From an optimization exercise on the open Yosys and OpenROAD flow, aimed at small area, a short achievable clock period and few clock cycles; shortcuts taken in it are not production practice.
RTL that was checked went through simulation tests only; none was proved equivalent to the original.
For run 3, only the layout was checked, not whether the RTL still works.
Power is estimated from default activity; no workload was simulated.

## flow/flow/run.sh

```bash
#!/bin/bash
# The standard layout, with the port buffers made of the smallest buffer cell.
set -euo pipefail
export BUFFER_PORTS_ARGS="-buffer_cell sky130_fd_sc_hd__buf_1"
bash standard.sh > standard.log 2>&1
```

## flow/standard.sh

```bash
#!/bin/bash
# synth_recipe.tcl (not shown) runs the flow's synth.tcl, then flattens the netlist and writes it again
# the make line also repeats each setting of config.mk as NAME=value (left out here)
make -C /OpenROAD-flow-scripts/flow DESIGN_CONFIG=/design/flow/config.mk WORK_HOME=/design/flow/orfs CLKGATE_MAP_FILE= SYNTH_SCRIPT=/design/flow/synth_recipe.tcl "${@:-finish}"
```

## flow/config.mk

```make
export PLATFORM = sky130hd
export DESIGN_NAME = lawnmower_path_generator
export DESIGN_NICKNAME = lawnmower_path_generator
export VERILOG_FILES = /design/flow/design.v
export SDC_FILE = /design/flow/constraint.sdc
export NUM_CORES = 4
export LEC_CHECK = 0
export CAP_MARGIN = 20
export CORE_MARGIN = 2
export CORE_UTILIZATION = 40
export SETUP_SLACK_MARGIN = 4.35
export SLEW_MARGIN = 20
```

## flow/constraint.sdc

```tcl
create_clock -name core_clock -period 7.5 [get_ports {i_clk}]
set_input_delay 1.5000 -clock core_clock [delete_from_list [all_inputs] [get_ports {i_clk}]]
set_output_delay 1.5000 -clock core_clock [all_outputs]
set_load 0.01 [all_outputs]
```

## flow/design.v

```verilog
package lpg_pkg;
    localparam int LEN_W   = 24;    
    localparam int HALF_W  = 23;    
    localparam int TRIG_W  = 16;    
    localparam int COORD_W = 32;    
    localparam int PNUM_W  = 6;     
    localparam int IDX_W   = 3;     
    localparam int FRAC_W  = 14;    
    localparam int POS_W   = COORD_W + 1 + FRAC_W;   
    localparam int PROD_W  = 40;    
    localparam int MAX_WAYPOINTS_DEF = 64;
    localparam logic [IDX_W-1:0] REG_X_LENGTH     = 3'd0;
    localparam logic [IDX_W-1:0] REG_Y_LENGTH     = 3'd1;
    localparam logic [IDX_W-1:0] REG_STRIPE_WIDTH = 3'd2;
    localparam logic [IDX_W-1:0] REG_COS_BEARING  = 3'd3;
    localparam logic [IDX_W-1:0] REG_SIN_BEARING  = 3'd4;
    localparam logic [LEN_W-1:0]         RST_X_LENGTH     = 24'd5120;
    localparam logic [LEN_W-1:0]         RST_Y_LENGTH     = 24'd5120;
    localparam logic [LEN_W-1:0]         RST_STRIPE_WIDTH = 24'd2560;
    localparam logic signed [TRIG_W-1:0] RST_COS_BEARING  = 16'sd16384;
    localparam logic signed [TRIG_W-1:0] RST_SIN_BEARING  = 16'sd0;
endpackage
module lpg_add #(
    parameter int W = 48
) (
    input  logic [W-1:0] i_a,
    input  logic [W-1:0] i_b,
    input  logic         i_cin,
    output logic [W-1:0] o_sum
);
    localparam int N = W + 1;
    localparam int L = (N <= 16) ? 4 : (N <= 32) ? 5 : (N <= 64) ? 6 : 7;
    logic [N-1:0]       a, b;
    logic [(L+1)*N-1:0] g, p;
    assign a = {i_a, i_cin};
    assign b = {i_b, i_cin};
    assign g[N-1:0] = a & b;
    assign p[N-1:0] = a ^ b;
    for (genvar l = 0; l < L; l++) begin : g_level
        for (genvar i = 0; i < N; i++) begin : g_bit
            if (((i >> l) & 1) == 1) begin : g_node
                localparam int J = ((i >> l) << l) - 1;
                assign g[(l+1)*N+i] = g[l*N+i] | (p[l*N+i] & g[l*N+J]);
                assign p[(l+1)*N+i] = p[l*N+i] & p[l*N+J];
            end else begin : g_pass
                assign g[(l+1)*N+i] = g[l*N+i];
                assign p[(l+1)*N+i] = p[l*N+i];
            end
        end
    end
    assign o_sum = p[N-1:1] ^ g[L*N+N-2:L*N];
endmodule
module lpg_datapath #(
    parameter bit IS_Y = 1'b0
) (
    input  logic                               i_clk,
    input  logic [5:0]                         n_sel,
    input  logic                               i_next_last,  
    input  logic                               i_far,       
    input  logic                               i_td,        
    input  logic                               n_far,       
    input  logic                               i_load_c,
    input  logic signed [lpg_pkg::COORD_W-1:0] i_center,
    input  logic [lpg_pkg::LEN_W-1:0]          i_h,
    input  logic [5:0]                         n_booth,     
    input  logic                               n_first,     
    input  logic [2:0]                         i_load_p,    
    output logic signed [lpg_pkg::COORD_W-1:0] o_point
);
    localparam int COORD_W = lpg_pkg::COORD_W;
    localparam int LEN_W   = lpg_pkg::LEN_W;
    localparam int FRAC_W  = lpg_pkg::FRAC_W;
    localparam int POS_W   = lpg_pkg::POS_W;
    localparam int PROD_W  = lpg_pkg::PROD_W;
    logic [POS_W-1:0]           r_s, r_cv;   
    logic signed [COORD_W-1:0]  r_c;
    logic signed [PROD_W-2:0]   r_sa, r_st;
    logic signed [PROD_W-1:0]   r_sw;
    always_ff @(posedge i_clk) begin
        if (i_load_c) begin
            r_c <= i_center;
        end
    end
    logic st_neg_go, sw_neg;
    assign st_neg_go = IS_Y ? 1'b0 : !i_td;
    assign sw_neg    = IS_Y ? 1'b1 : i_td;
    function automatic logic sa_neg(input logic far, input logic td);
        sa_neg = (IS_Y && td) ? far : !far;
    endfunction
    logic n_nb, n_nc;
    always_comb begin
        n_nb = 1'b0;
        n_nc = 1'b0;
        if (n_sel[0]) begin
            n_nb = n_booth[3];
            n_nc = n_booth[0];
        end else if (n_sel[5] || n_sel[4]) begin
            n_nb = st_neg_go;
            n_nc = sa_neg(1'b0, i_td);
        end else if (n_sel[3]) begin
            n_nb = sa_neg(!n_far, i_td);
        end
    end
    logic r_a_in, r_a_kept, r_a_x, r_a_x4, r_a_tr;
    logic r_b_st, r_b_sa2, r_b_h1, r_b_h2, r_b_tr;
    logic r_c_sa, r_c_h1, r_c_h2, r_c_tr;
    logic r_nb, r_nc, r_tr;
    always_ff @(posedge i_clk) begin
        r_a_in   <= n_sel[5];
        r_a_kept <= n_sel[4];
        r_a_x    <= n_sel[3];
        r_a_x4   <= n_sel[0] && !n_first;
        r_a_tr   <= n_sel[2];
        r_b_st   <= n_sel[5] || n_sel[4];
        r_b_sa2  <= n_sel[3];
        r_b_h1   <= n_sel[0] && n_booth[5];
        r_b_h2   <= n_sel[0] && n_booth[4];
        r_b_tr   <= n_sel[2];
        r_c_sa   <= n_sel[5] || n_sel[4];
        r_c_tr   <= n_sel[2];
        r_tr     <= n_sel[2];
        r_c_h1   <= n_sel[0] && n_booth[2];
        r_c_h2   <= n_sel[0] && n_booth[1];
        r_nb     <= n_nb;
        r_nc     <= n_nc;
    end
    function automatic logic [POS_W-1:0] sx39(input logic [PROD_W-2:0] v);
        sx39 = {{(POS_W-PROD_W+1){v[PROD_W-2]}}, v};
    endfunction
    function automatic logic [POS_W-1:0] rep(input logic b);
        rep = {POS_W{b}};
    endfunction
    logic [POS_W-1:0] c_in, c_kept, opa, opq, opb, opc, opb_s, opc_s;
    logic a_kept, a_x, b_st, b_sw, c_sa, nb, nc;
    always_comb begin
        a_kept = r_a_kept || (r_a_tr && i_next_last);
        a_x    = r_a_x || (r_a_tr && !i_next_last);
        b_st   = r_b_st || (r_b_tr && i_next_last);
        b_sw   = r_b_tr && !i_next_last;
        c_sa   = r_c_sa || (r_c_tr && i_next_last);
        nb     = r_tr ? (i_next_last ? !st_neg_go : sw_neg) : r_nb;
        nc     = r_tr ? (i_next_last && sa_neg(i_far, i_td)) : r_nc;
        c_in   = {i_center[COORD_W-1], i_center, 1'b1, {(FRAC_W-1){1'b0}}};
        c_kept = {r_c[COORD_W-1], r_c, 1'b1, {(FRAC_W-1){1'b0}}};
        opa = (rep(r_a_in) & c_in)
            | (rep(a_kept) & c_kept)
            | (rep(a_x) & r_s)
            | (rep(r_a_x4) & {r_s[POS_W-5:0], 4'b0});
        opq = (rep(a_x) & r_cv)
            | (rep(r_a_x4) & {r_cv[POS_W-5:0], 4'b0});
        opb = (rep(b_st) & sx39(r_st))
            | (rep(r_b_sa2) & {sx39(r_sa), 1'b0})
            | (rep(b_sw) & {{(POS_W-PROD_W){r_sw[PROD_W-1]}}, r_sw})
            | (rep(r_b_h1) & POS_W'({i_h, 2'b0}))
            | (rep(r_b_h2) & POS_W'({i_h, 3'b0}));
        opc = (rep(c_sa) & sx39(r_sa))
            | (rep(r_c_h1) & POS_W'(i_h))
            | (rep(r_c_h2) & POS_W'({i_h, 1'b0}));
        opb_s = opb ^ rep(nb);
        opc_s = opc ^ rep(nc);
    end
    logic [POS_W-1:0] s1, c1, s2, c2;
    always_comb begin
        s1 = opa ^ opq ^ opb_s;
        c1 = (opa & opq) | (opa & opb_s) | (opq & opb_s);
        s2 = s1 ^ {c1[POS_W-2:0], nb} ^ opc_s;
        c2 = (s1 & {c1[POS_W-2:0], nb}) | (s1 & opc_s) | ({c1[POS_W-2:0], nb} & opc_s);
    end
    always_ff @(posedge i_clk) begin
        r_s  <= s2;
        r_cv <= {c2[POS_W-2:0], nc};
    end
    logic [POS_W-1:0] sum;
    lpg_add #(.W(POS_W)) u_add (
        .i_a   (r_s),
        .i_b   (r_cv),
        .i_cin (1'b0),
        .o_sum (sum)
    );
    logic [COORD_W-1:0] r_pos;    
    always_ff @(posedge i_clk) begin
        r_pos <= (sum[POS_W-1] ^ sum[POS_W-2]) ? {sum[POS_W-1], {(COORD_W-1){!sum[POS_W-1]}}}
                                               : sum[POS_W-2:FRAC_W];
        if (i_load_p[0]) r_sa <= $signed(sum[PROD_W-2:0]);
        if (i_load_p[1]) r_st <= $signed(sum[PROD_W-2:0]);
        if (i_load_p[2]) r_sw <= $signed(sum[PROD_W-1:0]);
    end
    assign o_point = r_pos;
endmodule
module lawnmower_path_generator #(
    parameter int MAX_WAYPOINTS = lpg_pkg::MAX_WAYPOINTS_DEF
) (
    input  logic                               i_clk,
    input  logic                               i_rst_n,
    input  logic                               start,
    output logic                               busy,
    input  logic signed [lpg_pkg::COORD_W-1:0] i_center_x,
    input  logic signed [lpg_pkg::COORD_W-1:0] i_center_y,
    input  logic                               i_cfg_valid,
    output logic                               o_cfg_ready,
    input  logic [lpg_pkg::IDX_W-1:0]          i_cfg_index,
    input  logic [lpg_pkg::LEN_W-1:0]          i_cfg_data,
    output logic                               o_point_valid,
    output logic signed [lpg_pkg::COORD_W-1:0] o_point_x,
    output logic signed [lpg_pkg::COORD_W-1:0] o_point_y,
    output logic [lpg_pkg::PNUM_W-1:0]         o_point_number,
    output logic                               o_last_point,
    output logic                               o_overflow
);
    localparam int LEN_W   = lpg_pkg::LEN_W;
    localparam int TRIG_W  = lpg_pkg::TRIG_W;
    localparam int PNUM_W  = lpg_pkg::PNUM_W;
    localparam int REM_W   = LEN_W + 2;
    localparam logic [PNUM_W-1:0] LAST_PNUM = PNUM_W'(MAX_WAYPOINTS - 1);
    logic [LEN_W-1:0]         r_xlen, r_ylen, r_w;
    logic signed [TRIG_W-1:0] r_cos, r_sin;
    logic                     cfg_wr;
    logic                     restart;
    assign o_cfg_ready = 1'b1;
    assign cfg_wr      = i_cfg_valid && (i_cfg_index <= lpg_pkg::REG_SIN_BEARING);
    assign restart     = !i_rst_n || cfg_wr;
    logic [LEN_W-1:0]         n_xlen, n_ylen, n_w;
    logic signed [TRIG_W-1:0] n_cos, n_sin;
    logic                     r_td;      
    logic                     r_wz;      
    always_comb begin
        n_xlen = r_xlen;
        n_ylen = r_ylen;
        n_w    = r_w;
        n_cos  = r_cos;
        n_sin  = r_sin;
        if (!i_rst_n) begin
            n_xlen = lpg_pkg::RST_X_LENGTH;
            n_ylen = lpg_pkg::RST_Y_LENGTH;
            n_w    = lpg_pkg::RST_STRIPE_WIDTH;
            n_cos  = lpg_pkg::RST_COS_BEARING;
            n_sin  = lpg_pkg::RST_SIN_BEARING;
        end else if (i_cfg_valid) begin
            case (i_cfg_index)
                lpg_pkg::REG_X_LENGTH:     n_xlen = i_cfg_data;
                lpg_pkg::REG_Y_LENGTH:     n_ylen = i_cfg_data;
                lpg_pkg::REG_STRIPE_WIDTH: n_w    = i_cfg_data;
                lpg_pkg::REG_COS_BEARING:  n_cos  = $signed(i_cfg_data[TRIG_W-1:0]);
                lpg_pkg::REG_SIN_BEARING:  n_sin  = $signed(i_cfg_data[TRIG_W-1:0]);
                default: begin
                end
            endcase
        end
    end
    always_ff @(posedge i_clk) begin
        r_xlen <= n_xlen;
        r_ylen <= n_ylen;
        r_w    <= n_w;
        r_cos  <= n_cos;
        r_sin  <= n_sin;
    end
    logic             r_ovf;
    logic [LEN_W-1:0] weff;
    logic [LEN_W-1:0] span;
    assign weff = {r_w[LEN_W-1:1], r_w[0] | r_wz};
    assign span = r_td ? {r_ylen[LEN_W-1:1], 1'b0} : {r_xlen[LEN_W-1:1], 1'b0};
    logic       r_mrun;      
    logic       r_mprep;     
    logic       r_cdone;     
    logic [1:0] r_round;     
    logic [1:0] r_dig;       
    logic       c_act;       
    logic [2:0]       r_dload;
    logic [LEN_W-1:0] r_h;
    assign c_act = r_mrun && !r_mprep && !r_cdone;
    always_ff @(posedge i_clk) begin
        if (restart) begin
            r_mprep <= 1'b1;
            r_cdone <= 1'b0;
            r_round <= '0;
            r_dig   <= '0;
        end else if (r_mrun) begin
            r_mprep <= 1'b0;
            if (c_act) begin
                r_dig <= r_dig + 2'd1;
                if (r_dig == 2'd3) begin
                    r_round <= r_round + 2'd1;
                    if (r_round == 2'd2) begin
                        r_cdone <= 1'b1;
                    end
                end
            end
        end
    end
    always_ff @(posedge i_clk) begin
        if (r_mrun && r_mprep) begin
            r_td <= (r_xlen >= r_ylen);
            r_wz <= (r_w == '0);
        end
    end
    logic                     tx_is_cos;
    logic signed [TRIG_W-1:0] m_tx, m_ty;
    logic [5:0]               bth_x, bth_y;
    logic [LEN_W-1:0]         m_h;
    function automatic logic [4:0] window(input logic [TRIG_W-1:0] t, input logic [1:0] dig);
        case (dig)
            2'd0:    window = t[15:11];
            2'd1:    window = t[11:7];
            2'd2:    window = t[7:3];
            default: window = {t[3:0], 1'b0};
        endcase
    endfunction
    function automatic logic [5:0] booth(input logic [4:0] w);
        booth = {w[3] ^ w[2], (w[4] ^ w[3]) & !(w[3] ^ w[2]), w[4],
                 w[1] ^ w[0], (w[2] ^ w[1]) & !(w[1] ^ w[0]), w[2]};
    endfunction
    always_comb begin
        tx_is_cos = (r_round == 2'd0) ? r_td : !r_td;
        m_tx  = tx_is_cos ? r_cos : r_sin;
        m_ty  = tx_is_cos ? r_sin : r_cos;
        bth_x = booth(window(m_tx, r_dig));
        bth_y = booth(window(m_ty, r_dig));
        if (r_round[1]) begin
            m_h = weff;
        end else if (r_round[0] ^ r_td) begin
            m_h = {1'b0, r_xlen[LEN_W-1:1]};
        end else begin
            m_h = {1'b0, r_ylen[LEN_W-1:1]};
        end
    end
    always_ff @(posedge i_clk) begin
        r_h      <= m_h;
    end
    localparam logic [1:0] ST_IDLE = 2'd0;
    localparam logic [1:0] ST_WAIT = 2'd1;
    localparam logic [1:0] ST_RUN  = 2'd2;
    localparam logic [1:0] ST_DRAIN = 2'd3;    
    logic [1:0]        r_state, n_state;
    logic              r_busy, n_busy;
    logic              r_valid, n_valid;
    logic [PNUM_W-1:0] r_pnum, n_pnum;   
    logic              r_last, n_last;   
    logic              r_far, n_far;     
    logic              r_next_last, n_next_last;   
    logic              n_mrun;
    logic              n_dmac;
    logic [2:0]        n_dload;
    logic              idle, run, go;
    logic              last_next;
    assign idle = (r_state == ST_IDLE);
    assign run  = (r_state == ST_RUN);
    assign go   = !run && !r_mrun;
    logic [REM_W-1:0] r_acc;
    logic [REM_W-1:0] acc_sum;
    logic [REM_W-1:0] cmp_x, cmp_y;
    logic             cmp_ge;
    logic [REM_W:0]   cmp_sum;
    lpg_add #(.W(REM_W+1)) u_cmp (
        .i_a   ({1'b0, cmp_x}),
        .i_b   ({1'b0, ~cmp_y}),
        .i_cin (1'b1),
        .o_sum (cmp_sum)
    );
    assign cmp_ge = cmp_sum[REM_W];
    lpg_add #(.W(REM_W)) u_acc_add (
        .i_a   (r_acc),
        .i_b   (REM_W'(weff)),
        .i_cin (1'b0),
        .o_sum (acc_sum)
    );
    always_comb begin
        if (r_mrun) begin
            cmp_x = {2'b0, weff[18:0], 5'b0};
            cmp_y = r_acc;
        end else begin
            cmp_x = r_acc;
            cmp_y = REM_W'(span);
        end
    end
    always_ff @(posedge i_clk) begin
        if (go) begin
            r_acc <= REM_W'(weff);
        end else if (c_act && r_round == 2'd0 && r_dig == 2'd0) begin
            r_acc <= REM_W'(span);
        end else if ((c_act && r_round == 2'd0 && r_dig == 2'd1) || (run && r_pnum[0])) begin
            r_acc <= acc_sum;
        end
        if (c_act && r_round == 2'd0 && r_dig == 2'd2) begin
            r_ovf <= (weff[LEN_W-1:19] == '0) && !cmp_ge;
        end
    end
    always_comb begin
        n_dmac  = !restart && c_act;
        n_dload = (!restart && c_act && r_dig == 2'd3) ? (3'b001 << r_round) : 3'b000;
        n_mrun  = restart || (r_mrun && !r_dload[2]);
        n_state = r_state;
        n_busy  = r_busy;
        n_valid = r_valid;
        if (!i_rst_n) begin
            n_state = ST_IDLE;
            n_busy  = 1'b0;
            n_valid = 1'b0;
        end else begin
            case (r_state)
                ST_IDLE: if (start) begin
                    n_state = r_mrun ? ST_WAIT : ST_RUN;
                    n_busy  = 1'b1;
                    n_valid = !r_mrun;
                end
                ST_WAIT: if (!r_mrun) begin
                    n_state = ST_RUN;
                    n_valid = 1'b1;
                end
                ST_RUN: if (r_last) begin
                    n_state = ST_DRAIN;
                    n_valid = 1'b0;
                end
                default: begin
                    n_state = ST_IDLE;
                    n_busy  = 1'b0;
                end
            endcase
        end
        last_next = r_ovf ? (r_pnum == LAST_PNUM - PNUM_W'(1))
                          : (r_pnum[0] && r_next_last);
        n_pnum      = r_pnum;
        n_last      = r_last;
        n_far       = r_far;
        n_next_last = r_next_last;
        if (go) begin
            n_pnum = '0;
            n_last = 1'b0;
            n_far  = 1'b0;
        end else if (run) begin
            n_pnum = r_pnum + PNUM_W'(1);
            n_last = last_next;
            if (!r_pnum[0]) begin
                n_far       = !r_far;
                n_next_last = cmp_ge;
            end
        end
    end
    always_ff @(posedge i_clk) begin
        r_state     <= n_state;
        r_busy      <= n_busy;
        r_valid     <= n_valid;
        r_pnum      <= n_pnum;
        r_last      <= n_last;
        r_far       <= n_far;
        r_next_last <= n_next_last;
        r_mrun      <= n_mrun;
        r_dload     <= n_dload;
    end
    logic              r_show_valid, r_show_last;
    logic [PNUM_W-1:0] r_show_pnum;
    logic [2:0]        r_pload;
    always_ff @(posedge i_clk) begin
        r_show_valid <= r_valid && i_rst_n;
        r_show_last  <= r_last;
        r_show_pnum  <= r_pnum;
        r_pload      <= r_dload;
    end
    localparam int NSEL = 6;
    logic [NSEL-1:0] n_sel;
    logic            n_run, n_go;
    always_comb begin
        n_run = (n_state == ST_RUN);
        n_go  = !n_run && !n_mrun;
        n_sel[5] = n_go && (n_state == ST_IDLE);
        n_sel[4] = n_go && (n_state != ST_IDLE);
        n_sel[3] = n_run && !n_dmac && !n_pnum[0];
        n_sel[2] = n_run && !n_dmac && n_pnum[0];
        n_sel[1] = 1'b0;
        n_sel[0] = n_dmac;
    end
    lpg_datapath #(.IS_Y(1'b0)) u_dp_x (
        .i_clk       (i_clk),
        .n_sel       (n_sel),
        .i_td        (r_td),
        .n_far       (n_far),
        .i_far       (r_far),
        .i_next_last (r_next_last),
        .i_load_c    (idle),
        .i_center    (i_center_x),
        .i_h         (r_h),
        .n_booth     (bth_x),
        .n_first     (r_dig == 2'd0),
        .i_load_p    (r_pload),
        .o_point     (o_point_x)
    );
    lpg_datapath #(.IS_Y(1'b1)) u_dp_y (
        .i_clk       (i_clk),
        .n_sel       (n_sel),
        .i_td        (r_td),
        .n_far       (n_far),
        .i_far       (r_far),
        .i_next_last (r_next_last),
        .i_load_c    (idle),
        .i_center    (i_center_y),
        .i_h         (r_h),
        .n_booth     (bth_y),
        .n_first     (r_dig == 2'd0),
        .i_load_p    (r_pload),
        .o_point     (o_point_y)
    );
    assign busy           = r_busy;
    assign o_point_valid  = r_show_valid;
    assign o_point_number = r_show_pnum;
    assign o_last_point   = r_show_last;
    assign o_overflow     = r_ovf;
endmodule
```

==> impl_metrics.yaml, run 1 <==
run_status:
  status: "complete, no violations"
critical_path:
  cp_common_cell: "o211ai_1"
  cp_slowest_cell: "or3b_4"
  crit_arrival_ns: 3.76
  rr_startpoint: "u_dp_x.r_s[2]$_DFF_P_"
  critical_path_class: "reg2reg"
  setup.worst_path.start: "u_dp_x.r_s[2]$_DFF_P_"
  cp-end-kind: "flip-flop"
  reg2reg_slack_ns: 4.29
  critPathRequiredTime_ns: 8.04
  cp_max_fo: 12
  start_kind: "flip-flop"
  critical_path.cell_chain: "ha_4 -> o211ai_1 -> o211ai_1 -> or3b_4 -> nand2_4 -> a41oi_4 -> o31ai_4 -> a21oi_2 -> xor2_4 -> clkbuf_16 -> maj3_2"
  slowest_delay_ns: 0.46
yosys:
  synth_area_leaders: "edfxtp_1, dfxtp_1, fa_1, ha_1, nand2_1"
  synth_compound_area_frac: 0.1569
  netlist_area_um2: 40270
  netlist.area_leader.share: 0.2446
  synth-edff-count: 328
  muxShareOfSynthArea: 0.02380
  synth-simple-area-share: 0.09060
  yosys.area.top_type: "edfxtp_1"
  yosys_warnings: 3
  synth_cell_types: 80
  synthAdderAreaFrac: 0.1663
  syn-num-nets: 4146
  synthXorXnorAreaFrac: 0.05910
  syn_area_per_cell_um2: 10.96
  async_reset_ff_frac: 0
  synth_top_family_by_area: "adder cells"
  synth_seq_cells: 761
  synth_cells: 3675
  ys_seq_area_frac: 0.4598
  synth_flop_cell: "dfxtp_1"
finish:
  layout_commonest_cell: "nand2_1"
  nets: 4288
  n_antenna_cell: 0
  regArea_um2: 18610
  nFillCells: 9188
  multiInputGateArea_um2: 20950
  layout-drive-gt1-share: 0.1346
  final_cell_mix: "nand2_1, dfxtp_1, edfxtp_1"
  design_area_um2: 46630
  area_growth_pct: 15.79
floorplanning:
  fp.dieH_um: 321.3
  io_pins: 170
  core_area_um2: 100000
  std_cell_rows: 116
  die_area_um2: 103200
  start_util: 0.4027
  fp.dieW_um: 321.3
clock_network:
  cts_tree: "done"
  clock_path_buffers: 3
  cts_inserted_buffers: 87
  clk_pin_slew_worst_paths_ns: 0.06
  cts_root_buffer: "clkbuf_16"
  ctsHoldBuffers: 0
  cts.htree.levels: 3
  cts_sinks: 761
  clk_latency_ns: 0.66
sta:
  setup_viol: 0
  rsz0062_at_grt: "true"
  fin_setup_tns_ns: 0
  maxSlewViolCount: 0
  slew-limit-headroom: 0.1996
  fin_crit_sh: 0.4283
  max_freq_mhz: 311.3
  worst_clock_skew_ns: 0.02407
  hold_viol: 0
  fin_ws_ns: 4.288
  worst_slew_pin_slew_ns: 1.199
  finalCriticalPeriod_ns: 3.212
  hold_ws_ns: 0.3291
power:
  power.internal_uw: 7257
  total_power_uw: 9524
  power.switching_uw: 2268
  worst_ir_drop_vdd_uv: 152.1
  power.density_nw_per_um2: 204.2
  p_comb_frac: 0.066
  total_leakage_power_uw: 0.01865
  p_sw_frac: 0.2381
  clockPowerShare: 0.460
  p_seq_frac: 0.475
placement:
  numPortBuffers: 168
  placed_area_um2: 42130
  detailed_place_hpwl_um: 76540
  place_congestion: 0.8711
  place_ws_ns: 3.278
detailed_routing:
  drtIter0Drc: 3021
  firstDrtPassIters: 9
  wl_per_cell_um: 22.58
  avgViaCountPerCell: 5.612
  ant_nets: 0
  drc_errors: 0
  vias: 29120
  wl_um: 117200
hold_path:
  hold_start: "r_dload[0]$_SDFF_PP0_"
  min_path_type: "reg2reg"
grt:
  grt_pass1_vias: 29000
  grt_pass1_wl_um: 177000
  grt_max_degree: 85
  overflow: 0
  antenna_found_initial: 4
  grt.total_usage: 0.2230
run:
  max-cap-violations: 0
sequential cells by signal, indices dropped and copies added (netlist names), 16 cells and up:
name and flops:
r_acc 26, r_cos 16, r_h 24, r_sin 16, r_w 24, r_xlen 24, r_ylen 24, u_dp_x.r_c 32
u_dp_x.r_cv 47, u_dp_x.r_pos 32, u_dp_x.r_s 47, u_dp_x.r_sa 39, u_dp_x.r_st 39, u_dp_x.r_sw 40, u_dp_y.r_c 32, u_dp_y.r_cv 47
u_dp_y.r_pos 32, u_dp_y.r_s 47, u_dp_y.r_sa 39, u_dp_y.r_st 39, u_dp_y.r_sw 40
power groups by stage:
stage               Clock (uW)  Combinational, uW  Sequential (uW)
floorplan                    0                386             4560
global placement             0                548             4610
detailed placement           0                553             4610
CTS                       4470                595             4520
global route              4660                686             4530
finish                    4380                624             4520
worst paths after layout:
check,endpoint,depth (start not counted)
max,u_dp_x.r_pos[18]$_DFF_P_,11
max reg2reg,u_dp_x.r_pos[18]$_DFF_P_,11
min,r_pload[0]$_DFF_P_,0
min reg2reg,r_pload[0]$_DFF_P_,0
routing by layer:
layer	part of all wire	track usage
met5	0.00018	0
met4	0.036	0.08442
met3	0.062	0.03595
met2	0.48	0.3735
met1	0.42	0.2896
cell families (layout without fill, tap and decap cells):
| logic type | count (synthesis) | count (layout) |
|---|---|---|
| AND/OR/NAND/NOR | 849 | 855 |
| AO/OA/AOI/OAI | 836 | 836 |
| flip-flops | 761 | 761 |
| buffers and inverters | 453 | 664 |
| adder cells (fa/ha/maj) | 422 | 422 |
| XOR/XNOR | 270 | 270 |
| multiplexers | 83 | 83 |
| other | 1 | 1 |
worst max-delay path, delay by kind of cell (launching register included):
family	cells	cell delay, ns
adder cells (fa/ha/maj)	2	0.55
AND/OR/NAND/NOR	2	0.57
buffers and inverters	1	0.24
flip-flops	1	0.36
XOR/XNOR	1	0.22
AO/OA/AOI/OAI	5	1.13
synth_stat cells, drive strengths merged, types with 5 or more instances:
library cell	count
dfxtp	433
nor2	133
nand3	79
a22o	64
o211ai	12
o21ai	95
or3	12
o21bai	11
a31oi	16
fa	198
a221oi	62
a222oi	136
xor2	113
or2	5
a22oi	105
xnor2	157
mux2i	35
and2	24
o311ai	6
edfxtp	328
inv	234
a211oi	6
nand2	490
buf	46
o21a	18
nand2b	14
mux4	6
a21boi	101
nor2b	18
ha	178
and4	7
nor3	29
a21o	47
clkbuf	173
nand4	15
and3	7
mux2	42
maj3	46
nor4	9
a21oi	130
stage by stage:
stage	std cells	util
after floorplan	3675	-
after global placement	4962	0.4213
after detailed placement	4962	0.4213
after CTS	5157	0.4579
after global routing	5190	0.4663
final	5190	0.4663
layout make-up:
cell class / count / share of cell area
multi-input combinational: 2467 / 0.4492
tap: 1298 / 0.03483
clock inverter: 45 / 0.01127
sequential: 761 / 0.3990
clock buffer: 119 / 0.05168
timing repair buffer: 266 / 0.03499
inverter: 234 / 0.01900
repair_timing:
item / in CTS / in global routing
gates resized for setup: 87 / 134
pin swaps: 14 / 53
endpoints found under the setup margin: 345 / 120
buffers inserted: 23 / 30
gates cloned: 8 / 3
Testbench counts, summed over its fixed seeds: cycles 30,311.
==> run 2: changes to the inputs <==
--- a/flow/config.mk
+++ b/flow/config.mk
@@ -8,5 +8,5 @@
 export CAP_MARGIN = 20
 export CORE_MARGIN = 2
 export CORE_UTILIZATION = 40
-export SETUP_SLACK_MARGIN = 4.35
+export SETUP_SLACK_MARGIN = 4.6
 export SLEW_MARGIN = 20
==> run 2 against run 1 <==
Net effect:
- sequential share of layout area decreased by 2.1 points
- global-route usage increased by 1.0 points
- critical path depth increased by 1
- non-clock buffer count increased by 100
- largest cell class unchanged
- flip-flop and latch count unchanged
- hold slack got worse by 0.0062 ns
- still clean
- core utilization increased by 2.7 points
- count of clock-buffer cells in the layout increased by 2
==> impl_metrics.yaml, run 2 <==
run_status:
  status: "complete, no violations"
finish:
  final_cells: 5288
  n_antenna_cell: 0
  area_growth_pct: 22.47
  layout_commonest_cell: "nand2_1"
  layout-drive-gt1-share: 0.2005
  final_cell_mix: "nand2_1, dfxtp_1, edfxtp_1"
  nets: 4386
clock_network:
  cts_inserted_buffers: 88
  cts.htree.levels: 3
  clk_pin_slew_worst_paths_ns: 0.06
  clock_path_buffers: 3
  cts_root_buffer: "clkbuf_16"
  clk_latency_ns: 0.68
  cts_tree: "done"
  cts_sinks: 761
critical_path:
  crit_arrival_ns: 3.70
  worst_r2r_path_depth: 12
  cp_max_fo: 7
  r2r_end: "u_dp_x.r_pos[2]$_DFF_P_"
  cp_slowest_cell: "or3b_4"
  critPathRequiredTime_ns: 8.04
  rr_startpoint: "u_dp_x.r_cv[4]$_DFF_P_"
  cp-end-kind: "flip-flop"
  critical_path.cell_chain: "ha_4 -> o211ai_1 -> o211ai_1 -> or3b_4 -> nand2_4 -> a41oi_4 -> o31ai_4 -> a21oi_4 -> xor2_4 -> buf_12 -> buf_12 -> maj3_2"
  start_kind: "flip-flop"
  critical_path_class: "reg2reg"
  setup.worst_path.start: "u_dp_x.r_cv[4]$_DFF_P_"
  slowest_delay_ns: 0.45
  reg2reg_slack_ns: 4.34
power:
  total_leakage_power_uw: 0.01964
  power.density_nw_per_um2: 195.8
  total_power_uw: 9658
  worst_ir_drop_vdd_uv: 148.1
floorplanning:
  die_area_um2: 103200
  core_area_um2: 100000
  start_util: 0.4027
  fp.dieH_um: 321.3
  fp.dieW_um: 321.3
  io_pins: 170
  std_cell_rows: 116
sta:
  finalCriticalPeriod_ns: 3.156
  fin_crit_sh: 0.4209
  setup_viol: 0
  fin_setup_tns_ns: 0
  maxSlewViolCount: 0
  worst_clock_skew_ns: 0.05262
  rsz0062_at_grt: "true"
  slew-limit-headroom: 0.2299
  max_freq_mhz: 316.8
  worst_slew_pin_slew_ns: 1.154
  hold_viol: 0
hold_path:
  hold_start: "r_dload[0]$_SDFF_PP0_"
  hold_depth: 0
  hold_path_end: "r_pload[0]$_DFF_P_"
  min_path_type: "reg2reg"
detailed_routing:
  vias: 29960
  wl_per_cell_um: 23.99
  ant_nets: 0
  drtIter0Drc: 3281
  wl_um: 126900
  firstDrtPassIters: 9
  avgViaCountPerCell: 5.665
  drc_errors: 0
grt:
  grt_max_degree: 78
  grt.total_usage: 0.2329
  overflow: 0
  antenna_found_initial: 1
  grt_pass1_vias: 29980
  grt_pass1_wl_um: 184500
placement:
  detailed_place_hpwl_um: 77570
  place_congestion: 0.8608
  place_inst: 4963
  numPortBuffers: 168
yosys:
  synth_flop_cell: "dfxtp_1"
  synth_cell_types: 80
  netlist_area_um2: 40270
  synth-edff-count: 328
  synth_common_cells: "nand2_1, dfxtp_1, edfxtp_1"
  synth_cells: 3675
  async_reset_ff_frac: 0
  yosys_warnings: 3
  syn_area_per_cell_um2: 10.96
  syn-num-nets: 4146
  synth_area_leaders: "edfxtp_1, dfxtp_1, fa_1, ha_1, nand2_1"
  synth_seq_cells: 761
  netlist.area_leader.share: 0.2446
  ys_seq_area_frac: 0.4598
  synth.most_common_cell: "nand2_1"
  yosys.area.top_type: "edfxtp_1"
run:
  max-cap-violations: 0
==> run 2: cell counts after synthesis <==
Identical to the previous run, type by type.
==> run 2: metrics by stage <==
step	utilization	hold slack (ns)	worst slack (ns)	cell area, um2
floorplan	-	0.3096	4.529	40670
detailed placement	0.4248	0.3118	3.691	42480
finish	0.4932	0.3229	4.344	49320
CTS	0.4755	0.3208	4.407	47550
global route	0.4932	0.3294	4.210	49320
global placement	0.4247	0.3105	3.690	42470
==> run 2: worst max path at each step <==
stage	end	slack (ns)
floorplan	u_dp_x.r_s[40]$_DFF_P_	4.53
global placement	u_dp_y.r_s[10]$_DFF_P_	3.69
detailed placement	u_dp_y.r_s[5]$_DFF_P_	3.69
CTS	u_dp_x.r_pos[0]$_DFF_P_	4.41
global route	u_dp_y.r_pos[2]$_DFF_P_	4.21
finish	u_dp_x.r_pos[2]$_DFF_P_	4.34
==> run 2: power by group <==
| part | total (uW) | internal (uW) | switching, uW |
|---|---|---|---|
| Combinational | 672 | 285 | 388 |
| Sequential | 4530 | 4420 | 114 |
| Clock | 4460 | 2600 | 1850 |
| Total | 9660 | 7300 | 2350 |
==> run 2: routing by layer <==
layer	vias to the layer above	track usage	part of all wire
li1	13720	-	-
met1	14890	0.3011	0.41
met2	1116	0.3964	0.49
met3	228	0.03167	0.067
met4	2	0.08847	0.037
met5	-	0	0.00010
==> run 2: kinds of logic (layout without fill, tap and decap cells) <==
family / after synthesis / after routing / share of synthesized area
buffers and inverters: 453 / 765 / 0.04344
other: 1 / 1 / 0.00009312
xor gates and xnor gates: 270 / 270 / 0.05910
adders and majority gates: 422 / 422 / 0.1663
AOI/OAI and AO/OA: 836 / 836 / 0.1569
muxes: 83 / 83 / 0.02380
and+or+nand+nor: 849 / 852 / 0.09060
DFF: 761 / 761 / 0.4598
==> run 2: cell type report <==
cell class / count / area (um2)
well taps: 1298 / 1624
clock inverters: 44 / 491.7
clock buffers: 121 / 2510
inverters: 234 / 898.4
fillers: 8834 / 50680
repair buffers: 366 / 3017
flip-flops and latches: 761 / 18660
multi-input cells: 2464 / 22120
==> run 2: critical path: cells and delay by family, from the launching register on <==
| family | cells | cell delay (ns) |
|---|---|---|
| xor gates and xnor gates | 1 | 0.17 |
| buffers and inverters | 2 | 0.34 |
| and+or+nand+nor | 2 | 0.57 |
| adders and majority gates | 2 | 0.59 |
| AOI/OAI and AO/OA | 5 | 0.98 |
| DFF | 1 | 0.35 |
==> run 2: what timing repair did <==
| item | CTS | global route |
|---|---|---|
| gates cloned | 13 | 17 |
| setup buffers | 70 | 60 |
| setup endpoints to repair | 399 | 291 |
| pin swaps | 68 | 120 |
| gates resized for setup | 258 | 192 |
| hold buffers | 0 | 0 |
==> run 3: changes to the inputs <==
--- a/flow/design.v
+++ b/flow/design.v
@@ -171,12 +171,7 @@
         r_cv <= {c2[POS_W-2:0], nc};
     end
     logic [POS_W-1:0] sum;
-    lpg_add #(.W(POS_W)) u_add (
-        .i_a   (r_s),
-        .i_b   (r_cv),
-        .i_cin (1'b0),
-        .o_sum (sum)
-    );
+    assign sum = r_s + r_cv;
     logic [COORD_W-1:0] r_pos;    
     always_ff @(posedge i_clk) begin
         r_pos <= (sum[POS_W-1] ^ sum[POS_W-2]) ? {sum[POS_W-1], {(COORD_W-1){!sum[POS_W-1]}}}
--- a/flow/config.mk
+++ b/flow/config.mk
@@ -8,5 +8,5 @@
 export CAP_MARGIN = 20
 export CORE_MARGIN = 2
 export CORE_UTILIZATION = 40
-export SETUP_SLACK_MARGIN = 4.6
+export SETUP_SLACK_MARGIN = 4.5
 export SLEW_MARGIN = 20
==> run 3 against run 2 <==
Net effect:
- total power is 0.82% higher
- via count increased by 8.2%
- count of clock-buffer cells in the layout up 6
- design area increased by 2.0%
- combinational power rose by 9.5%
- die area grew 3.7%
- clock skew is 0.024 ns lower
- hold slack improved by 0.0018 ns
- fmax decreased by 3.8%
- clock power is essentially flat
==> impl_metrics.yaml, run 3 <==
finish:
  nets: 4656
  layout_commonest_cell: "nand2_1"
  n_antenna_cell: 0
  final_cell_mix: "nand2_1, dfxtp_1, edfxtp_1"
  area_growth_pct: 20.44
  layout-drive-gt1-share: 0.1748
  design_area_um2: 50290
placement:
  detailed_place_hpwl_um: 85350
  placed_area_um2: 43680
  place_ws_ns: 3.322
  place_congestion: 0.9130
  numPortBuffers: 168
run_status:
  status: "complete, no violations"
sta:
  slew-limit-headroom: 0.2012
  setup_viol: 0
  fin_ws_ns: 4.220
  max_freq_mhz: 304.9
  hold_ws_ns: 0.3247
  rsz0062_at_grt: "true"
  hold_viol: 0
  fin_crit_sh: 0.4373
  finalCriticalPeriod_ns: 3.280
  worst_slew_pin_slew_ns: 1.197
  worst_clock_skew_ns: 0.02872
  maxSlewViolCount: 0
  fin_setup_tns_ns: 0
clock_network:
  ctsHoldBuffers: 0
  clk_pin_slew_worst_paths_ns: 0.06
  clock_path_buffers: 3
  cts.htree.levels: 3
  cts_tree: "done"
  clk_latency_ns: 0.68
  cts_root_buffer: "clkbuf_16"
  cts_inserted_buffers: 88
  cts_sinks: 761
floorplanning:
  io_pins: 170
  die_area_um2: 107000
  core_area_um2: 103500
  start_util: 0.4035
  fp.dieW_um: 327.1
  std_cell_rows: 118
  fp.dieH_um: 327.1
yosys:
  ys_seq_area_frac: 0.4434
  netlist.area_leader.share: 0.2359
  netlist_area_um2: 41760
  yosys_warnings: 3
  synth_flop_cell: "dfxtp_1"
  synth.most_common_cell: "nand2_1"
  synth_seq_cells: 761
  synth_cells: 3989
  synth_area_leaders: "edfxtp_1, dfxtp_1, fa_1, ha_1, xnor2_1"
  syn-num-nets: 4452
  synth_common_cells: "nand2_1, dfxtp_1, edfxtp_1"
  syn_area_per_cell_um2: 10.47
  async_reset_ff_frac: 0
  synth_cell_types: 84
  yosys.area.top_type: "edfxtp_1"
  synth-edff-count: 328
grt:
  antenna_found_initial: 3
  grt_max_degree: 76
  grt_pass1_vias: 31840
  overflow: 0
  grt_pass1_wl_um: 196100
  grt.total_usage: 0.2379
critical_path:
  cp_max_fo: 29
  start_kind: "flip-flop"
  crit_arrival_ns: 3.83
  worst_r2r_path_depth: 11
  cp-end-kind: "flip-flop"
  critical_path_class: "reg2reg"
  critPathRequiredTime_ns: 8.05
detailed_routing:
  drc_errors: 0
  drtIter0Drc: 3495
  avgViaCountPerCell: 5.736
  firstDrtPassIters: 10
  vias: 32400
  wl_per_cell_um: 23.50
  wl_um: 132800
  ant_nets: 0
power:
  power.density_nw_per_um2: 193.6
  total_power_uw: 9738
  worst_ir_drop_vdd_uv: 178.9
  total_leakage_power_uw: 0.01998
hold_path:
  min_path_type: "reg2reg"
  hold_depth: 0
run:
  max-cap-violations: 0
[run 3: cell types whose count changed after synthesis, sizes merged, moves of 16 or more]
| cell | delta |
|---|---|
| inv | -16 |
| o21ai | +29 |
| clkbuf | +36 |
| nor2 | +27 |
| xor2 | -59 |
| nand2 | +38 |
| a21oi | +107 |
| xnor2 | +76 |
| nand3 | -25 |
| a21o | +38 |
[run 3: power by group]
group	switching (uW)	internal [uW]	leakage, uW
Sequential	118	4420	0.00664
Combinational	434	302	0.0119
Clock	1840	2620	0.00147
[run 3: layout make-up]
type                       count  area (um2)
sequential                   761       18660
fill                        9386       53200
tap                         1380        1727
inverter                     221       835.8
multi-input combinational   2750       23140
clock inverter                38       405.4
timing repair buffer         371        2928
clock buffer                 127        2592
[run 3: timing repair]
item                       4_1_cts  5_1_grt
hold endpoints to repair         0        0
resized for setup              307      181
setup endpoints to repair      366      254
pin swaps                      112       96
setup buffers                   74       58
gates cloned                    15        9
[run 3: final timing paths]
kind	start	slack, ns	to
worst max-delay path	u_dp_x.r_s[13]$_DFF_P_	4.22	u_dp_x.r_pos[0]$_DFF_P_
worst max register to register	u_dp_x.r_s[13]$_DFF_P_	4.22	u_dp_x.r_pos[0]$_DFF_P_
worst min-delay path	r_dload[0]$_SDFF_PP0_	0.32	r_pload[0]$_DFF_P_
worst min register to register	r_dload[0]$_SDFF_PP0_	0.32	r_pload[0]$_DFF_P_
[run 3: worst max-delay path, stage by stage (launching register included)]
cell      delay, ns
dfxtp_2        0.37
ha_4           0.29
nand4_1        0.16
nor2_2         0.17
inv_1          0.10
o31ai_4        0.38
a31oi_4        0.21
o41a_4         0.56
nor4bb_4       0.33
a211oi_4       0.08
buf_12         0.18
maj3_2         0.32
[run 3: logic make-up after synthesis]
kind of cell,after synthesis,synth area share
other,1,0.00008980
adder cells (fa/ha/maj),401,0.1525
multiplexers,80,0.02037
flip-flops,761,0.4434
AO/OA/AOI/OAI,1065,0.1845
XOR/XNOR,287,0.06019
AND/OR/NAND/NOR,911,0.09405
buffers and inverters,483,0.04476
[run 3: through the flow]
| step | cells | utilization |
|---|---|---|
| 5_1_grt | 5648 | 0.4859 |
| 2_1_floorplan | 3989 | - |
| 3_5_place_dp | 5326 | 0.4221 |
| 4_1_cts | 5580 | 0.4723 |
| 3_3_place_gp | 5326 | 0.4221 |
| 6_report | 5648 | 0.4859 |
[run 3: routing by layer]
layer,GRT usage,vias to the layer above,share of wire
li1,-,14820,-
met1,0.3204,16000,0.42
met2,0.3867,1340,0.47
met3,0.03512,238,0.073
met4,0.09244,2,0.037
met5,0,-,0.000060
==> run 4: changes to the inputs <==
--- a/flow/design.v
+++ b/flow/design.v
@@ -171,7 +171,12 @@
         r_cv <= {c2[POS_W-2:0], nc};
     end
     logic [POS_W-1:0] sum;
-    assign sum = r_s + r_cv;
+    lpg_add #(.W(POS_W)) u_add (
+        .i_a   (r_s),
+        .i_b   (r_cv),
+        .i_cin (1'b0),
+        .o_sum (sum)
+    );
     logic [COORD_W-1:0] r_pos;    
     always_ff @(posedge i_clk) begin
         r_pos <= (sum[POS_W-1] ^ sum[POS_W-2]) ? {sum[POS_W-1], {(COORD_W-1){!sum[POS_W-1]}}}
@@ -265,7 +270,7 @@
     assign c_act = r_mrun && !r_mprep && !r_cdone;
     always_ff @(posedge i_clk) begin
         if (restart) begin
-            r_mprep <= 1'b1;
+            r_mprep <= !i_rst_n || (i_cfg_index <= lpg_pkg::REG_STRIPE_WIDTH);
             r_cdone <= 1'b0;
             r_round <= '0;
             r_dig   <= '0;
--- a/flow/config.mk
+++ b/flow/config.mk
@@ -8,5 +8,5 @@
 export CAP_MARGIN = 20
 export CORE_MARGIN = 2
 export CORE_UTILIZATION = 40
-export SETUP_SLACK_MARGIN = 4.5
+export SETUP_SLACK_MARGIN = 4.35
 export SLEW_MARGIN = 20
==> run 4 against run 3 <==
Net effect:
- combinational power about the same
- fmax hardly changed
- core utilization down 0.77 points
- worst setup slack about the same
- clock power shrank 1%
- global-route usage fell by 0.32 points
- area after synthesis shrank 2.4%
- clock skew decreased by 0.0024 ns
- critical path depth is 4 higher
- register-to-register slack about the same
- first-iteration DRC count decreased by 2.5%
==> impl_metrics.yaml, run 4 <==
run_status:
  status: "complete, no violations"
yosys:
  synth.most_common_cell: "nand2_1"
  syn-num-nets: 4326
  synth_common_cells: "nand2_1, dfxtp_1, edfxtp_1"
  synth_seq_cells: 761
  yosys_warnings: 3
  netlist.area_leader.share: 0.2424
  async_reset_ff_frac: 0
  synth_cells: 3855
  yosys.area.top_type: "edfxtp_1"
  synth_flop_cell: "dfxtp_1"
  synth_area_leaders: "edfxtp_1, dfxtp_1, fa_1, ha_1, nand2_1"
  netlist_area_um2: 40760
  ys_seq_area_frac: 0.4546
  synth-edff-count: 329
  syn_area_per_cell_um2: 10.57
  synth_cell_types: 82
grt:
  grt_pass1_wl_um: 187600
  grt.total_usage: 0.2346
  overflow: 0
  grt_max_degree: 189
  antenna_found_initial: 5
  grt_pass1_vias: 30830
sta:
  maxSlewViolCount: 0
  max_freq_mhz: 304.9
  finalCriticalPeriod_ns: 3.280
  hold_ws_ns: 0.3230
  hold_viol: 0
  worst_clock_skew_ns: 0.02629
  fin_crit_sh: 0.4373
  setup_viol: 0
  rsz0062_at_grt: "true"
  fin_ws_ns: 4.220
  worst_slew_pin_slew_ns: 1.116
  fin_setup_tns_ns: 0
  slew-limit-headroom: 0.2480
finish:
  nFillCells: 9241
  final_cell_mix: "nand2_1, dfxtp_1, edfxtp_1"
  multiInputGateArea_um2: 22020
  layout-drive-gt1-share: 0.1562
  area_growth_pct: 19.03
  nets: 4502
  layout_commonest_cell: "nand2_1"
  regArea_um2: 18670
  n_antenna_cell: 0
clock_network:
  cts_tree: "done"
  cts.htree.levels: 3
  clk_latency_ns: 0.67
  cts_inserted_buffers: 87
  clock_path_buffers: 3
  clk_pin_slew_worst_paths_ns: 0.06
  cts_sinks: 761
  cts_root_buffer: "clkbuf_16"
critical_path:
  path_delay_family: "compound AO/OA/AOI/OAI gates"
  start_kind: "flip-flop"
  cp_num_buf_inv: 5
  setup.worst_path.start: "u_dp_y.r_s[6]$_DFF_P_"
  cp_max_fo: 11
  critical_path_class: "reg2reg"
  crit_arrival_ns: 3.82
  critPathRequiredTime_ns: 8.04
  rr_startpoint: "u_dp_y.r_s[6]$_DFF_P_"
  cp_slowest_cell: "nor4_4"
  cp-end-kind: "flip-flop"
  cp_common_cell: "buf_6"
  slowest_delay_ns: 0.45
  critical_path.cell_chain: "ha_4 -> nand4_1 -> nor4_4 -> o211ai_1 -> buf_4 -> a31oi_4 -> buf_6 -> o21ba_4 -> o41ai_4 -> buf_6 -> xnor2_4 -> buf_6 -> buf_16 -> o41ai_4 -> nand2_1"
detailed_routing:
  vias: 31300
  drtIter0Drc: 3407
  wl_per_cell_um: 23.07
  avgViaCountPerCell: 5.719
  drc_errors: 0
  firstDrtPassIters: 9
  ant_nets: 0
  wl_um: 126300
floorplanning:
  fp.dieW_um: 323.2
  std_cell_rows: 117
  fp.dieH_um: 323.2
  core_area_um2: 101400
  start_util: 0.4018
  io_pins: 170
  die_area_um2: 104500
placement:
  place_ws_ns: 3.489
  detailed_place_hpwl_um: 83210
  numPortBuffers: 168
  place_congestion: 0.9035
run:
  max-cap-violations: 0
power:
  worst_ir_drop_vdd_uv: 183.7
  power.density_nw_per_um2: 199.6
  total_leakage_power_uw: 0.01951
hold_path:
  min_path_type: "reg2reg"
  hold_start: "r_dload[1]$_SDFF_PP0_"
## run 4: through the flow
stage                     cells  total power, uW  cell area, um2    util
after global routing       5473             9991           48520  0.4782
after detailed placement   5201             5242           42720  0.4211
after floorplan            3855             4990           40780       -
after CTS                  5422             9691           47180  0.4651
after global placement     5201             5233           42710  0.4210
final                      5473             9683           48520  0.4782
## run 4: worst paths after layout
check	endpoint	slack [ns]	depth (start not counted)
max	u_dp_y.r_pos[24]$_DFF_P_	4.22	15
min	r_pload[1]$_DFF_P_	0.32	0
max reg2reg	u_dp_y.r_pos[24]$_DFF_P_	4.22	15
min reg2reg	r_pload[1]$_DFF_P_	0.32	0
## run 4: cells by family (layout without fill, tap and decap cells)
kind of cell,count (synthesis),count (layout),share of synthesized area
simple gates,919,920,0.09869
compound gates,960,960,0.1687
buf+inv,479,727,0.04451
xor+xnor,263,264,0.05670
other cells,1,1,0.00009200
flops,761,761,0.4546
mux,78,78,0.02041
fa+ha+maj,394,394,0.1563
## run 4: cell type report
type | instances | share of cell area
multi-input combinational | 2617 | 0.4539
clock buffer | 120 | 0.05256
sequential | 761 | 0.3848
timing repair buffer | 322 | 0.04590
tap | 1368 | 0.03528
inverter | 242 | 0.01898
clock inverter | 43 | 0.008614
## run 4: layer usage
layer,wire length (um),vias to the layer above,global-route usage,part of all wire
met5,62,-,0,0.00049
met4,5560,10,0.1007,0.044
met3,8670,268,0.04408,0.069
met2,59270,1166,0.3813,0.47
met1,52730,15600,0.3057,0.42
li1,-,14250,-,-
## run 4: report_power, final
group,switching [uW],leakage [uW],internal [uW]
combinational,446,0.0110,293
clock,1840,0.00148,2570
sequential,114,0.00704,4420
total,2400,0.0195,7290
## run 4: repair_timing
item                                    4_1_cts  5_1_grt
cloned                                        8        5
endpoints found under the setup margin      373      233
pin swaps                                    45      109
setup buffers                                50       46
endpoints found under the hold margin         0        0
hold buffers                                  0        0
resized for setup                           185      207
Testbench counts of run 4, summed over its fixed seeds: cycles 30,183.
==> run 5: changes to the inputs <==
--- a/flow/config.mk
+++ b/flow/config.mk
@@ -7,6 +7,6 @@
 export LEC_CHECK = 0
 export CAP_MARGIN = 20
 export CORE_MARGIN = 2
-export CORE_UTILIZATION = 40
-export SETUP_SLACK_MARGIN = 4.35
+export CORE_UTILIZATION = 50
+export SETUP_SLACK_MARGIN = 4.5
 export SLEW_MARGIN = 20
==> run 5 against run 4 <==
Net effect:
- sequential power is essentially flat
- count of clock-buffer cells in the layout grew 5
- total power shrank 2.5%
- critical path depth is the same
- die area shrank 20%
- sequential share of layout area shrank 0.37 points
- design area grew 0.97%
- hold slack gained 0.0046 ns
- register-to-register slack lost 0.04 ns
- still clean on timing, DRC and antenna
- highest routed layer is now met4
- final cell count shrank 4.7%
- largest cell class unchanged
- global-route usage grew 6.2 points
- critical path type unchanged
- worst setup slack lost 0.036 ns
==> impl_metrics.yaml, run 5 <==
run_status:
  status: "complete, no violations"
sta:
  finalCriticalPeriod_ns: 3.316
  slew-limit-headroom: 0.2155
  rsz0062_at_grt: "true"
  worst_clock_skew_ns: 0.02134
  hold_viol: 0
  setup_viol: 0
  worst_slew_pin_slew_ns: 1.175
  fin_ws_ns: 4.184
  fin_crit_sh: 0.4421
  maxSlewViolCount: 0
  hold_ws_ns: 0.3277
  max_freq_mhz: 301.6
  fin_setup_tns_ns: 0
critical_path:
  setup.worst_path.start: "u_dp_x.r_s[13]$_DFF_P_"
  reg2reg_slack_ns: 4.18
  cp-end-kind: "flip-flop"
  cp_max_fo: 5
  critical_path_class: "reg2reg"
  rr_startpoint: "u_dp_x.r_s[13]$_DFF_P_"
  crit_arrival_ns: 3.84
  critPathRequiredTime_ns: 8.02
  start_kind: "flip-flop"
yosys:
  synth_common_cells: "nand2_1, dfxtp_1, edfxtp_1"
  ys_seq_area_frac: 0.4546
  synth_flop_cell: "dfxtp_1"
  synth_cells: 3855
  synth_cell_types: 82
  syn-num-nets: 4326
  netlist.area_leader.share: 0.2424
  synth-edff-count: 329
  yosys_warnings: 3
  netlist_area_um2: 40760
  synth_seq_cells: 761
  syn_area_per_cell_um2: 10.57
  yosys.area.top_type: "edfxtp_1"
  synth.most_common_cell: "nand2_1"
  synth_area_leaders: "edfxtp_1, dfxtp_1, fa_1, ha_1, nand2_1"
  async_reset_ff_frac: 0
floorplanning:
  fp.dieW_um: 289.5
  start_util: 0.5052
  core_area_um2: 80680
  die_area_um2: 83820
  fp.dieH_um: 289.5
  std_cell_rows: 104
  io_pins: 170
clock_network:
  cts_tree: "done"
  clk_pin_slew_worst_paths_ns: 0.06
  cts.htree.levels: 3
  cts_sinks: 761
  cts_root_buffer: "clkbuf_16"
  clk_latency_ns: 0.65
  cts_inserted_buffers: 85
  clock_path_buffers: 3
  ctsHoldBuffers: 0
finish:
  nFillCells: 6588
  design_area_um2: 48990
  final_cell_mix: "nand2_1, dfxtp_1, edfxtp_1"
  nets: 4558
  area_growth_pct: 20.19
  layout-drive-gt1-share: 0.1732
  n_antenna_cell: 0
  layout_commonest_cell: "nand2_1"
placement:
  placed_area_um2: 42330
  detailed_place_hpwl_um: 79420
  place_ws_ns: 3.180
  numPortBuffers: 168
  place_congestion: 0.8627
detailed_routing:
  vias: 31760
  drc_errors: 0
  wl_per_cell_um: 24.56
  ant_nets: 0
  drtIter0Drc: 3503
  firstDrtPassIters: 10
  avgViaCountPerCell: 6.089
  wl_um: 128100
power:
  worst_ir_drop_vdd_uv: 192.5
  total_leakage_power_uw: 0.01983
  power.density_nw_per_um2: 192.7
grt:
  grt_max_degree: 87
  grt.total_usage: 0.2966
  grt_pass1_wl_um: 189400
  grt_pass1_vias: 30950
  antenna_found_initial: 2
  overflow: 0
hold_path:
  min_path_type: "reg2reg"
  hold_start: "r_dload[1]$_SDFF_PP0_"
run:
  max-cap-violations: 0
-- run 5: cell type report --
| class | instances | area, um2 | share of cell area |
|---|---|---|---|
| Multi-Input combinational cell | 2624 | 22370 | 0.4565 |
| Sequential cell | 761 | 18670 | 0.3811 |
| Timing Repair Buffer | 373 | 2968 | 0.06058 |
| Clock buffer | 125 | 2491 | 0.05085 |
| Tap cell | 1060 | 1326 | 0.02707 |
| Inverter | 242 | 929.6 | 0.01898 |
| Clock inverter | 31 | 240.2 | 0.004904 |
-- run 5: routing by layer --
| metal | share of wire | vias up | global-route usage |
|---|---|---|---|
| li1 | - | 14400 | - |
| met1 | 0.42 | 15850 | 0.4102 |
| met2 | 0.46 | 1282 | 0.4751 |
| met3 | 0.076 | 228 | 0.04490 |
| met4 | 0.036 | 0 | 0.1073 |
| met5 | 0 | - | 0 |
-- run 5: worst max-delay path, cell delays in order (launching register included) --
cell and delay (ns):
dfxtp_4 0.36, ha_4 0.28, nand4_1 0.17, nor4b_4 0.34, a2111oi_4 0.05, buf_4 0.17
a211oi_4 0.26, buf_12 0.16, o211ai_4 0.08, buf_6 0.14, a31oi_4 0.22, nor2_4 0.08
xnor2_4 0.22, buf_12 0.21, clkbuf_16 0.15, maj3_2 0.28
-- run 5: cell families (layout without fill, tap and decap cells) --
| logic type | count (synthesis) | count (layout) | synth area share |
|---|---|---|---|
| AOI/OAI and AO/OA | 960 | 960 | 0.1687 |
| and+or+nand+nor | 919 | 924 | 0.09869 |
| DFF | 761 | 761 | 0.4546 |
| buffers and inverters | 479 | 771 | 0.04451 |
| adders and majority gates | 394 | 394 | 0.1563 |
| xor gates and xnor gates | 263 | 267 | 0.05670 |
| muxes | 78 | 78 | 0.02041 |
| other | 1 | 1 | 0.00009200 |
-- run 5: final timing paths --
path | cells after the start | end
setup / recovery | 15 | u_dp_x.r_pos[3]$_DFF_P_
hold / removal | 0 | r_pload[1]$_DFF_P_
setup reg to reg | 15 | u_dp_x.r_pos[3]$_DFF_P_
hold reg to reg | 0 | r_pload[1]$_DFF_P_
-- run 5: stage by stage --
stage	utilization	cells	total power [uW]
3_3_place_gp	0.5247	4886	5235
4_1_cts	0.5897	5150	9418
2_1_floorplan	-	3855	4997
5_1_grt	0.6072	5216	9719
3_5_place_dp	0.5247	4886	5238
6_report	0.6072	5216	9438
-- run 5: report_power, final --
part           total (uW)  internal (uW)  switching, uW  leakage, uW
clock                4130           2400           1730      0.00134
sequential           4550           4420            121      0.00704
combinational         758            308            450       0.0114
total                9440           7130           2300       0.0198
-- run 5: what timing repair did --
| item | in CTS | in global routing |
|---|---|---|
| gates resized for setup | 294 | 183 |
| gates cloned | 20 | 8 |
| pin swaps | 83 | 113 |
| setup buffers | 88 | 58 |
| setup endpoints to repair | 425 | 285 |
==> run 6: changes to the inputs <==
--- a/flow/config.mk
+++ b/flow/config.mk
@@ -7,6 +7,7 @@
 export LEC_CHECK = 0
 export CAP_MARGIN = 20
 export CORE_MARGIN = 2
-export CORE_UTILIZATION = 50
+export CORE_UTILIZATION = 40
+export PLACE_DENSITY = 0.7
 export SETUP_SLACK_MARGIN = 4.5
 export SLEW_MARGIN = 20
==> run 6 against run 5 <==
Net effect:
- sequential share of layout area decreased by 0.64 points
- clock skew is 0.033 ns higher
- area after synthesis unchanged
- non-clock buffer count down 17
- die area up 25%
- fmax grew 3.1%
- via count rose by 2.5%
- count of clock-buffer cells in the layout is 21 lower
- design area rose by 1.6%
- register-to-register slack better by 0.098 ns
- synthesized cell count stayed put
- wire length fell by 0.45%
- critical endpoint is now u_dp_y.r_pos[24]$_DFF_P_
- largest cell class unchanged
- highest routed layer is now met5
==> impl_metrics.yaml, run 6 <==
yosys:
  yosys_warnings: 3
  syn_area_per_cell_um2: 10.57
  netlist_area_um2: 40760
  netlist.area_leader.share: 0.2424
  ys_seq_area_frac: 0.4546
  synth_cells: 3855
  yosys.area.top_type: "edfxtp_1"
  async_reset_ff_frac: 0
  synth_flop_cell: "dfxtp_1"
  synth-edff-count: 329
  syn-num-nets: 4326
  synth_area_leaders: "edfxtp_1, dfxtp_1, fa_1, ha_1, nand2_1"
  synth_common_cells: "nand2_1, dfxtp_1, edfxtp_1"
  synth_cell_types: 82
  synth_seq_cells: 761
  synth.most_common_cell: "nand2_1"
sta:
  max_freq_mhz: 310.8
  worst_clock_skew_ns: 0.05449
  rsz0062_at_grt: "true"
  fin_crit_sh: 0.4290
  setup_viol: 0
  maxSlewViolCount: 0
  slew-limit-headroom: 0.1628
  finalCriticalPeriod_ns: 3.218
  fin_setup_tns_ns: 0
  hold_viol: 0
  worst_slew_pin_slew_ns: 1.254
  fin_ws_ns: 4.282
floorplanning:
  core_area_um2: 101400
  std_cell_rows: 117
  die_area_um2: 104500
  fp.dieW_um: 323.2
  io_pins: 170
  start_util: 0.4018
  fp.dieH_um: 323.2
detailed_routing:
  drc_errors: 0
  drtIter0Drc: 4222
  ant_nets: 0
  wl_per_cell_um: 23.13
  firstDrtPassIters: 12
  avgViaCountPerCell: 5.900
  wl_um: 127600
  vias: 32540
finish:
  nFillCells: 8835
  final_cell_mix: "nand2_1, dfxtp_1, edfxtp_1"
  area_growth_pct: 22.07
  layout-drive-gt1-share: 0.1850
  nets: 4545
  layout_commonest_cell: "nand2_1"
critical_path:
  critical_path_class: "reg2reg"
  cp-end-kind: "flip-flop"
  cp_max_fo: 6
  crit_arrival_ns: 3.75
  slowest_delay_ns: 0.39
  start_kind: "flip-flop"
  critical_path.cell_chain: "ha_2 -> a21oi_1 -> o21ai_2 -> a221oi_4 -> o21ai_2 -> o41ai_4 -> buf_6 -> xnor2_4 -> buf_12 -> buf_16 -> o41ai_4 -> nand2_1"
  reg2reg_slack_ns: 4.28
  cp_slowest_cell: "dfxtp_1"
  critPathRequiredTime_ns: 8.03
hold_path:
  min_path_type: "reg2reg"
grt:
  grt_max_degree: 66
  grt.total_usage: 0.2314
  antenna_found_initial: 13
  overflow: 0
  grt_pass1_vias: 31470
  grt_pass1_wl_um: 187300
power:
  total_leakage_power_uw: 0.01995
  power.density_nw_per_um2: 193.7
  worst_ir_drop_vdd_uv: 212.5
clock_network:
  ctsHoldBuffers: 0
  cts.htree.levels: 3
  clk_latency_ns: 0.68
  cts_inserted_buffers: 84
  cts_root_buffer: "clkbuf_16"
  clock_path_buffers: 3
  cts_sinks: 761
  clk_pin_slew_worst_paths_ns: 0.07
  cts_tree: "done"
run:
  max-cap-violations: 0
placement:
  detailed_place_hpwl_um: 81180
  numPortBuffers: 168
  place_congestion: 0.9202
  place_ws_ns: 3.288
run_status:
  status: "complete, no violations"
==> run 6: layer usage <==
metal | global-route usage | up-vias | share of wire
li1 | - | 14400 | -
met1 | 0.2894 | 15960 | 0.38
met2 | 0.3870 | 1794 | 0.47
met3 | 0.05278 | 375 | 0.099
met4 | 0.09137 | 14 | 0.046
met5 | 0 | - | 0.00076
==> run 6: power by group <==
part,internal (uW),switching (uW),total [uW]
sequential,4430,119,4540
clock,2510,1820,4330
combinational,305,454,759
total,7240,2400,9640
==> run 6: layout make-up <==
| type | instances | area, um2 | share of cell area |
|---|---|---|---|
| clock buffer | 104 | 2281 | 0.04584 |
| sequential | 761 | 18640 | 0.3747 |
| tap | 1368 | 1712 | 0.03440 |
| inverter | 242 | 915.9 | 0.01841 |
| multi-input combinational | 2629 | 22760 | 0.4575 |
| clock inverter | 54 | 644.4 | 0.01295 |
| timing repair buffer | 356 | 2796 | 0.05620 |
| antenna | 1 | 2.502 | 0.00005029 |
==> run 6: cells by family after synthesis <==
logic type                 Yosys count  synth area share
AOI/OAI and AO/OA                  960            0.1687
and+or+nand+nor                    919           0.09869
DFF                                761            0.4546
buffers and inverters              479           0.04451
adders and majority gates          394            0.1563
xor gates and xnor gates           263           0.05670
muxes                               78           0.02041
other                                1        0.00009200
==> run 6: what timing repair did <==
item / 4_1_cts / 5_1_grt
pin swaps: 111 / 108
setup buffers: 88 / 39
resized for setup: 338 / 198
endpoints found under the setup margin: 392 / 269
gates cloned: 19 / 14
==> run 6: through the flow <==
stage	utilization	total power, uW	area [um2]	hold slack (ns)	instances
after detailed placement	0.4209	5233	42700	0.3118	5196
after global routing	0.4904	9925	49750	0.3310	5514
after global placement	0.4207	5218	42680	0.3114	5195
after floorplan	-	4997	40830	0.3096	3855
after CTS	0.4762	9625	48310	0.3240	5461
final	0.4905	9639	49760	0.3236	5515
==> run 6: final timing paths <==
check / cells past startpoint / from / to
setup / recovery: 12 / u_dp_y.r_s[32]$_DFF_P_ / u_dp_y.r_pos[24]$_DFF_P_
hold / removal: 0 / r_dload[0]$_SDFF_PP0_ / r_pload[0]$_DFF_P_
setup reg to reg: 12 / u_dp_y.r_s[32]$_DFF_P_ / u_dp_y.r_pos[24]$_DFF_P_
hold reg to reg: 0 / r_dload[0]$_SDFF_PP0_ / r_pload[0]$_DFF_P_
==> run 6: worst max-delay path: cells and delay by family, from the launching register on <==
| family | cells | cell delay (ns) |
|---|---|---|
| XOR/XNOR | 1 | 0.12 |
| buffers and inverters | 3 | 0.52 |
| flip-flops | 1 | 0.39 |
| adder cells (fa/ha/maj) | 1 | 0.36 |
| AND/OR/NAND/NOR | 1 | 0.12 |
| AO/OA/AOI/OAI | 6 | 1.55 |

-- what the ideal ports hide --
Ports are ideal in the flow. The routed layouts listed here were re-timed in OpenROAD. Step 1: set_driving_cell puts a clkbuf_16 on i_clk and a buf_2 on each other input, an assumption about the parent block. Step 2 adds t to the input delays and takes it off the output delays; t is the mean of the earliest and latest rising clock arrival at the registers after step 1. Input paths then give back, and output paths get back, about the clock's delay inside the block. a / b / c = no drivers / after step 1 / after step 2; a / b = the first two.
run | shift t [ns] | slack for setup (ns) | hold slack, ns
run 1 | 0.722 | 4.288 / 4.288 / 4.015 | 0.329 / 0.329 / 0.329
run 2 | 0.728 | 4.344 / 4.344 / 4.068 | 0.323 / 0.323 / 0.323
run 3 | 0.740 | 4.220 / 4.220 / 4.072 | 0.325 / 0.325 / 0.325
run 4 | 0.724 | 4.220 / 4.220 / 3.813 | 0.323 / 0.323 / 0.323
run 5 | 0.704 | 4.184 / 4.184 / 3.964 | 0.328 / 0.328 / 0.328
run 6 | 0.721 | 4.282 / 4.282 / 4.035 | 0.324 / 0.324 / 0.324
After both steps every run listed still meets setup and hold. For run 4, which loses most, drivers alone change the setup slack by 0.000 ns; drivers and shift together by -0.407 ns.
